Source: an optimization exercise on an open RTL-to-GDS flow (aim: small area). Production flows keep margins and buffers that such runs may drop.
The RTL was checked by simulation tests, not by an equivalence proof against the original design.
Power is estimated from default activity; no workload was simulated.

### flow/run.sh
#!/bin/bash
# The standard layout with these changes:
#  - synthesis maps logic with an area-oriented abc script (area.abc) and maps
#    ripple-carry full adders to fa cells (abc_override.tcl); registers are
#    untouched;
#  - port buffers use the smallest buffer cell;
#  - IO pins may sit one track apart, so a smaller die fits all 1110 pins;
#  - each input port's buffer is moved next to its pin before detailed
#    placement (input_buffers_at_pins.tcl), so port nets need no antenna diodes;
#  - the one tie-low cell that synthesis makes drives all the constant-zero
#    outputs (no per-port tie cells);
#  - the clock tree uses clkbuf_8 cells, up to 16 registers per leaf buffer, and no dummy loads.
set -euo pipefail
W=$PWD
{ head -n 1 synth_recipe.tcl; cat flow/abc_override.tcl; tail -n +2 synth_recipe.tcl; } > synth_area.tcl
sed -e "s#SYNTH_SCRIPT=[^ ]*#SYNTH_SCRIPT=$W/synth_area.tcl#" standard.sh > standard_area.sh
grep -q "SYNTH_SCRIPT=$W/synth_area.tcl" standard_area.sh
export ABC_AREA_SCRIPT="$W/flow/area.abc"
export BUFFER_PORTS_ARGS="-buffer_cell sky130_fd_sc_hd__buf_1"
export PLACE_PINS_ARGS="-min_distance 1 -min_distance_in_tracks"
export CTS_ARGS="-sink_clustering_enable -repair_clock_nets -dont_use_dummy_load -buf_list sky130_fd_sc_hd__clkbuf_8 -sink_clustering_size 16 -sink_clustering_max_diameter 60"
export SKIP_REPAIR_TIE_FANOUT=1
export PRE_DETAIL_PLACE_TCL="$W/flow/input_buffers_at_pins.tcl"
bash standard_area.sh > standard.log 2>&1
### flow/abc_override.tcl
# Map with an area-oriented abc script (flow/area.abc: yosys's default liberty
# script with the mapper's delay constraint relaxed) instead of ORFS's
# delay-driven one; the clock period leaves ample slack. Only the
# combinational mapping changes: registers are mapped before this by dfflibmap.
proc abc {args} {
  foreach opt {-script -D} {
    set i [lsearch -exact $args $opt]
    if {$i >= 0} { set args [lreplace $args $i [expr {$i + 1}]] }
  }
  yosys abc {*}$args -script $::env(ABC_AREA_SCRIPT)
}
# Keep ripple-carry adders (no Kogge-Stone carry map) and skip the generic abc
# pass inside synth, so that the full-adder extraction below finds the adders.
proc synth {args} {
  set i [lsearch -exact $args -extra-map]
  if {$i >= 0} { set args [lreplace $args $i [expr {$i + 1}]] }
  yosys synth -nofsm -noshare -noabc {*}$args
}
# Map full adders to fa cells; half adders are left to abc.
proc extract_fa {args} { yosys extract_fa -fa {*}$args }
### flow/area.abc
strash
&get -n
&fraig -x
&put
dc2
strash
&get -n
&dch -f
&nf -R 1000
&put
### flow/input_buffers_at_pins.tcl
# Before detailed placement: move the buffer of each input port next to its
# pin, so the port's own (undriven) net stays short and needs no antenna diode.
# Detailed placement then legalizes the moved buffers.
set block [ord::get_db_block]
set core [$block getCoreArea]
set site_w 460
set row_h 2720
set moved 0
foreach bterm [$block getBTerms] {
  if {[$bterm getIoType] ne "INPUT"} { continue }
  set net [$bterm getNet]
  if {$net eq "NULL"} { continue }
  set iterms [$net getITerms]
  if {[llength $iterms] != 1} { continue }
  set inst [[lindex $iterms 0] getInst]
  if {[$inst isFixed]} { continue }
  set bbox [$bterm getBBox]
  set x [expr {([$bbox xMin] + [$bbox xMax]) / 2}]
  set y [expr {([$bbox yMin] + [$bbox yMax]) / 2}]
  set w [[$inst getMaster] getWidth]
  set x [expr {max([$core xMin], min($x, [$core xMax] - $w))}]
  set y [expr {max([$core yMin], min($y, [$core yMax] - $row_h))}]
  $inst setLocation $x $y
  incr moved
}
puts "Moved $moved input buffers next to their pins."
### standard.sh
#!/bin/bash
# synth_recipe.tcl (not shown) runs the flow's synth.tcl, then flattens the netlist and writes it again
# the make line also repeats each setting of config.mk as NAME=value (left out here)
make -C /OpenROAD-flow-scripts/flow DESIGN_CONFIG=/design/flow/config.mk WORK_HOME=/design/flow/orfs CLKGATE_MAP_FILE= SYNTH_SCRIPT=/design/flow/synth_recipe.tcl "${@:-finish}"
### config.mk
export PLATFORM = sky130hd
export DESIGN_NAME = fpMulPrepTop
export DESIGN_NICKNAME = fpMulPrepTop
export VERILOG_FILES = /design/flow/design.v
export SDC_FILE = /design/flow/constraint.sdc
export NUM_CORES = 4
export LEC_CHECK = 0
export CAP_MARGIN = 5
export CORE_AREA = 5 5 185 185
export DIE_AREA = 0 0 190 190
export SLEW_MARGIN = 5
### constraint.sdc
create_clock -name core_clock -period 8.0 [get_ports {clk}]
set_input_delay 1.6000 -clock core_clock [delete_from_list [all_inputs] [get_ports {clk}]]
set_output_delay 1.6000 -clock core_clock [all_outputs]
set_load 0.01 [all_outputs]
### design.v
`default_nettype none
package fpPrepPkg;
    typedef enum logic [1:0] {
        MODE_FP16 = 2'b00,
        MODE_FP32 = 2'b01,
        MODE_RSVD = 2'b10,
        MODE_OFF  = 2'b11
    } precMode_t;
    typedef enum logic {
        TILE_HHLL = 1'b0,   
        TILE_HLHL = 1'b1    
    } tileOrder_t;
    localparam int LANES       = 16;   
    localparam int GROUP_LANES = 4;    
    localparam int OPERAND_W   = 256;
    localparam int FP16_W      = 16;
    localparam int FP16_EXP_W  = 5;
    localparam int FP16_FRAC_W = 10;
    localparam int FP32_W      = 32;
    localparam int FP32_EXP_W  = 8;
    localparam int FP32_FRAC_W = 23;
    localparam int TILE_W    = 13;
    localparam int TILE_LO_W = 13;   
    typedef logic [7:0]        expField_t;   
    typedef logic [9:0]        expSum_t;     
    typedef logic [TILE_W-1:0] manTile_t;
    localparam logic [GROUP_LANES*10-1:0] FP32_LANE_OFFSET = {
        10'd0,
        10'd13,
        10'd13,
        10'd26
    };
endpackage
`default_nettype wire
`default_nettype none
module fpMulPrepTop (
    input  wire logic                                   clk,
    input  wire logic                                   rstn,
    input  wire logic [fpPrepPkg::OPERAND_W-1:0]        i_a,
    input  wire logic [fpPrepPkg::OPERAND_W-1:0]        i_b,
    input  wire fpPrepPkg::precMode_t                   i_mode,
    output logic [fpPrepPkg::LANES-1:0]                 o_sign,
    output fpPrepPkg::expSum_t  [fpPrepPkg::LANES-1:0]  o_exp,
    output fpPrepPkg::manTile_t [fpPrepPkg::LANES-1:0]  o_manA,
    output fpPrepPkg::manTile_t [fpPrepPkg::LANES-1:0]  o_manB,
    output fpPrepPkg::precMode_t                        o_mode
);
    fpPrepPkg::precMode_t modeQ;
    always_ff @(posedge clk or negedge rstn) begin
        if (!rstn) modeQ <= fpPrepPkg::MODE_OFF;
        else       modeQ <= i_mode;
    end
    logic m16, m32;
    assign m16 = (modeQ == fpPrepPkg::MODE_FP16);
    assign m32 = (modeQ == fpPrepPkg::MODE_FP32);
    logic [15:0]      sx16;      
    logic [15:0]      hidA16, hidB16;
    logic [15:0]      zA16, zB16;
    logic [9:0]       fracA16 [16];
    logic [9:0]       fracB16 [16];
    logic [5:0]       sum16   [16];
    logic [3:0]       sx32;
    logic [30:0]      wA32 [4];   
    logic [30:0]      wB32 [4];
    logic [8:0]       sum32 [4];
    for (genvar l = 0; l < 8; l++) begin : gLo
        logic [14:0] aQ, bQ;
        logic        lcin;
        always_ff @(posedge clk) begin
            aQ <= i_a[16*l +: 15];
            bQ <= i_b[16*l +: 15];
        end
        if (l % 2 == 0) begin : gEven
            logic aS, bS;
            always_ff @(posedge clk) begin
                aS <= i_a[16*l+15];
                bS <= i_b[16*l+15];
            end
            assign sx16[l] = aS ^ bS;
            assign lcin    = 1'b0;
        end else begin : gOdd
            logic sx;
            logic [3:0] lo3;   
            always_ff @(posedge clk) begin
                sx <= i_a[16*l+15] ^ i_b[16*l+15];
            end
            assign sx16[l] = sx;
            assign lo3     = {1'b0, aQ[9:7]} + {1'b0, bQ[9:7]};
            assign lcin    = lo3[3] & modeQ[0];
            assign sum32[l/2] = {sum16[l], lo3[2:0]};
        end
        assign hidA16[l]  = |aQ[14:10];
        assign hidB16[l]  = |bQ[14:10];
        assign fracA16[l] = aQ[9:0];
        assign fracB16[l] = bQ[9:0];
        assign sum16[l]   = {1'b0, aQ[14:10]} + {1'b0, bQ[14:10]} + {5'd0, lcin};
    end
    for (genvar g = 0; g < 4; g++) begin : gW32
        assign sx32[g] = sx16[2*g+1];
        assign wA32[g] = {gLo[2*g+1].aQ, gLo[2*g].gEven.aS, gLo[2*g].aQ};
        assign wB32[g] = {gLo[2*g+1].bQ, gLo[2*g].gEven.bS, gLo[2*g].bQ};
    end
    for (genvar l = 8; l < 16; l++) begin : gHi
        logic       sx, hA, hB;
        logic [5:0] es;
        logic [9:0] fA, fB;
        always_ff @(posedge clk) begin
            sx <= i_a[16*l+15] ^ i_b[16*l+15];
            hA <= |i_a[16*l+10 +: 5];
            hB <= |i_b[16*l+10 +: 5];
            es <= {1'b0, i_a[16*l+10 +: 5]} + {1'b0, i_b[16*l+10 +: 5]};
            fA <= i_a[16*l +: 10];
            fB <= i_b[16*l +: 10];
        end
        assign sx16[l]    = sx;
        assign hidA16[l]  = hA;
        assign hidB16[l]  = hB;
        assign fracA16[l] = fA;
        assign fracB16[l] = fB;
        assign sum16[l]   = es;
    end
    for (genvar l = 0; l < 16; l++) begin : gZ
        assign zA16[l] = ~hidA16[l] & ~|fracA16[l];
        assign zB16[l] = ~hidB16[l] & ~|fracB16[l];
    end
    for (genvar l = 0; l < 16; l++) begin : gOut
        localparam int G = l / 4;
        localparam int P = l % 4;
        logic        v16, v32;
        logic        hidA32, hidB32;
        logic [12:0] tA16, tB16, tA32, tB32;
        logic [9:0]  e32;
        assign v16 = m16 & ~zA16[l] & ~zB16[l];
        assign v32 = m32 & (|wA32[G]) & (|wB32[G]);
        assign hidA32 = |wA32[G][30:23];
        assign hidB32 = |wB32[G][30:23];
        assign tA16 = {2'b00, hidA16[l], fracA16[l]};
        assign tB16 = {2'b00, hidB16[l], fracB16[l]};
        assign tA32 = (P < 2)      ? {2'b00, hidA32, wA32[G][22:13]} : wA32[G][12:0];
        assign tB32 = (P % 2 == 0) ? {2'b00, hidB32, wB32[G][22:13]} : wB32[G][12:0];
        assign e32 = {1'b0, sum32[G]} + fpPrepPkg::FP32_LANE_OFFSET[P*10 +: 10];
        assign o_sign[l] = (v16 & sx16[l]) | (v32 & sx32[G]);
        assign o_exp[l]  = ({10{v16}} & {4'd0, sum16[l]}) | ({10{v32}} & e32);
        assign o_manA[l] = ({13{m16}} & tA16) | ({13{m32}} & tA32);
        assign o_manB[l] = ({13{m16}} & tB16) | ({13{m32}} & tB32);
    end
    assign o_mode = modeQ;
endmodule
`default_nettype wire
==> impl_metrics.json <==
{
  "critical_path.max_fanout": 7,
  "post_cts_hold_buffer_count": 0,
  "final.min_clock_period_ns": 6.637,
  "timing.critical_path.buf_inv": 1,
  "post-route-cell-area_um2": 23630,
  "height_of_the_die_um": 190,
  "yosysWarnings": 7,
  "standard_cell_with_the_maximum_stage_delay_on_the_critical_path": "sky130_fd_sc_hd__fa_1",
  "timing.critical_path.max_delay_family": "adder cells",
  "grt_max_degree": 125,
  "synthesis.area_per_instance_um2": 10.77,
  "critical_path_arrival_ns": 5.04,
  "cts-buffers-inserted": 38,
  "synth-edff-count": 0,
  "grt_first_pass_wirelength_um": 132100,
  "vias": 21200,
  "number_of_antenna_violations_at_the_first_check_in_global_routing": 15,
  "grt_pass1_vias": 19840,
  "ys_seq_area_share_pct": 51.64,
  "critPathRequiredTime_ns": 6.40,
  "power_leakage_nw": 9.197,
  "post_cts_resized": 0,
  "finalNonFillerCells": 3255,
  "placement.cell_area_um2": 23090,
  "tritoncts_clock_tree": "done",
  "rsz0062_at_grt": "no",
  "timing_worst_slew_pin_value_ns": 1.177,
  "status": "no timing/DRC/antenna violations",
  "avgRoutedWirePerCell_um": 30.06,
  "clock_tree.htree_level_count": 2,
  "rd_place_congestion": 1.122,
  "drc": 0,
  "fmax_ghz": 0.1507,
  "port_buffers": 1073,
  "critical_path_startpoint_category": "flop",
  "synthFlopType": "sky130_fd_sc_hd__dfxtp_1",
  "hold_viol": 0,
  "async_flop_share_pct": 0.4115,
  "post-route-period-util_pct": 82.96,
  "timing.critical_path.cells": "and2_0 > fa_1 > fa_1 > and2_0 > fa_1 > fa_1 > o22ai_1 > o21ai_0 > fa_1 > and2_0 > nor3_1 > buf_1",
  "synth.ff_latch_count": 486,
  "critPathKind": "flop to primary output",
  "avgViaCountPerCell": 6.513,
  "num_rows": 66,
  "nNetsFinal": 3385,
  "ys_types": 34,
  "worst_setup_hold_path_clk_slew_ns": 0.09,
  "globalRouteOverflowTotal": 0,
  "max_slew_violation_total_from_the_final_report": 0,
  "synth.net_count": 2328,
  "num_io_pins": 1110,
  "fp.dieArea_um2": 36100,
  "synth.cells.most_frequent": "484 x sky130_fd_sc_hd__dfxtp_1, 360 x sky130_fd_sc_hd__a22o_1, 163 x sky130_fd_sc_hd__nand2_1, 110 x sky130_fd_sc_hd__nor2_1, 76 x sky130_fd_sc_hd__nor4_1",
  "postRouteWirelength_um": 97860,
  "cap_violations": 0,
  "synth.area.top_cells": "sky130_fd_sc_hd__dfxtp_1 51%, sky130_fd_sc_hd__a22o_1 17%, sky130_fd_sc_hd__fa_1 6.4%, sky130_fd_sc_hd__nand2_1 3.2%, sky130_fd_sc_hd__buf_4 2.7%",
  "drive_gt1_share_pct": 2.244,
  "dr.pass1.iters": 8,
  "critical_path_cell_count": 12,
  "powerDensity_nw_per_um2": 216.0,
  "critical_path.most_common_cell": "sky130_fd_sc_hd__fa_1",
  "irDropWorstVdd_uv": 142.4,
  "worst_hold_slack_ns": 0.9641,
  "post-dp-hpwl_um": 77250,
  "postCtsSetupBuffers": 0,
  "netlist.area_leader.share_pct": 51.36,
  "finish.utilization_pct": 73.18,
  "dpl.cell_count": 3211,
  "mappedNetlistArea_um2": 18860,
  "cts_sinks": 486,
  "syn-instance-count": 1752,
  "core_region_area_um2": 32290,
  "critical_path.endpoint_type": "primary output",
  "initial_core_util_pct": 58.42,
  "total_grt_usage_pct": 50.08,
  "synthDominantAreaCellType": "sky130_fd_sc_hd__dfxtp_1",
  "ant_nets": 0,
  "clock_path_buffers": 3,
  "setup_viol": 0,
  "relSlewSlack_pct": 21.32,
  "timing.critical_path.slowest_cell_delay_ns": 0.70,
  "synthToLayoutAreaGrowth_pct": 25.25,
  "synth.most_common_cell": "sky130_fd_sc_hd__dfxtp_1",
  "first_iter_violations": 2550,
  "dieWidth_um": 190,
  "worst_hold_path_class": "primary input to asynchronous set/reset pin",
  "ctsRootBufferMaster": "sky130_fd_sc_hd__clkbuf_8"
}
[metrics by stage]
stage	setup TNS, ns	setup WS (ns)	total power, mW
CTS	0	1.495	5.010
global placement	0	2.201	3.831
floorplan	-8.293	-0.3620	3.360
global route	0	1.216	5.241
detailed placement	0	2.091	3.886
finish	0	1.363	5.104
[cell families after synthesis]
family / after synthesis / synth area share [%]
flops: 486 / 51.64
simple gates: 527 / 13.38
buf+inv: 72 / 2.786
xor+xnor: 65 / 3.018
other cells: 1 / 0.01988
fa+ha+maj: 60 / 6.367
compound gates: 541 / 22.78
[cell type report]
type / instances / area (um^2)
diodes: 6 / 15.01
repair buffers: 1085 / 4143
clock buffers: 38 / 523.0
well taps: 442 / 553.0
flip-flops and latches: 486 / 9742
inverters: 4 / 15.01
fillers: 2441 / 8661
multi-input cells: 1194 / 8637
[worst paths after layout]
kind | start | endpoint | slack, ns
min in group core_clock | i_mode[1] | modeQ[1] | 1.08
setup / recovery | gLo[3].aQ[7] | o_exp[57] | 1.36
hold / removal | rstn | modeQ[1] | 0.96
max in group asynchronous | rstn | modeQ[0] | 6.99
[metal layers]
layer / GRT usage, % / wire length [um] / up-vias
met1: 55.32 / 31470 / 9838
met3: 24.84 / 15430 / 699
met4: 40.79 / 10400 / 16
li1: - / - / 8589
met2: 72.38 / 40380 / 2058
met5: 1.511 / 189 / -
[where the power goes]
| part | total (mW) | switching [mW] | internal, mW |
|---|---|---|---|
| Combinational | 1.19 | 0.781 | 0.410 |
| Clock | 1.19 | 0.758 | 0.428 |
| Sequential | 2.73 | 0.151 | 2.58 |
[layout by cell type (no fill, tap or decap), drive strengths merged, types with 58 or more instances in the layout]
cell	netlist	layout
buf	68	1085
nor3	74	74
dfxtp	484	484
nand2	163	163
nor2	110	110
a22o	360	360
o21ai	58	58
fa	60	60
nor4	76	76
and2	62	62
[flip-flops by register name (all words and copies together), names as in the netlist]
name	flops
gLo.gEven.bS	4
gLo.aQ	120
gHi.fA	80
gLo.gEven.aS	4
gHi.hA	8
gHi.es	48
modeQ	2
gLo.gOdd.sx	4
gHi.sx	8
gHi.hB	8
gLo.bQ	120
gHi.fB	80

## separate check: timing with driven ports
How much do the figures lean on ideal ports? The routed layout below was timed once more, with nothing changed but the port constraints.
Step 1 (the two cells are an assumption about what drives the block):
set clk [get_ports {clk}]
set_driving_cell -lib_cell sky130_fd_sc_hd__clkbuf_16 $clk
set_driving_cell -lib_cell sky130_fd_sc_hd__buf_2 [delete_from_list [all_inputs] $clk]
Step 2 adds t to the input delays and takes it off the output delays; t is the mean of the earliest and latest rising clock arrival at the registers after step 1. Input paths then give back, and output paths get back, about the clock's delay inside the block.
a / b / c = ideal ports / drivers / drivers and shift; a / b = the first two.
t (ns): 0.618
slack for setup (ns): 1.363 / 1.311 / 1.929
clock arrival spread, ns: 0.034 / 0.034
worst register clock-pin slew, ns: 0.10 / 0.10
worst slew at a driven data input, ns: 0.06
After both steps setup and hold are still met in this run. The setup slack of this run moves by -0.052 ns with the drivers and by +0.566 ns with both steps.
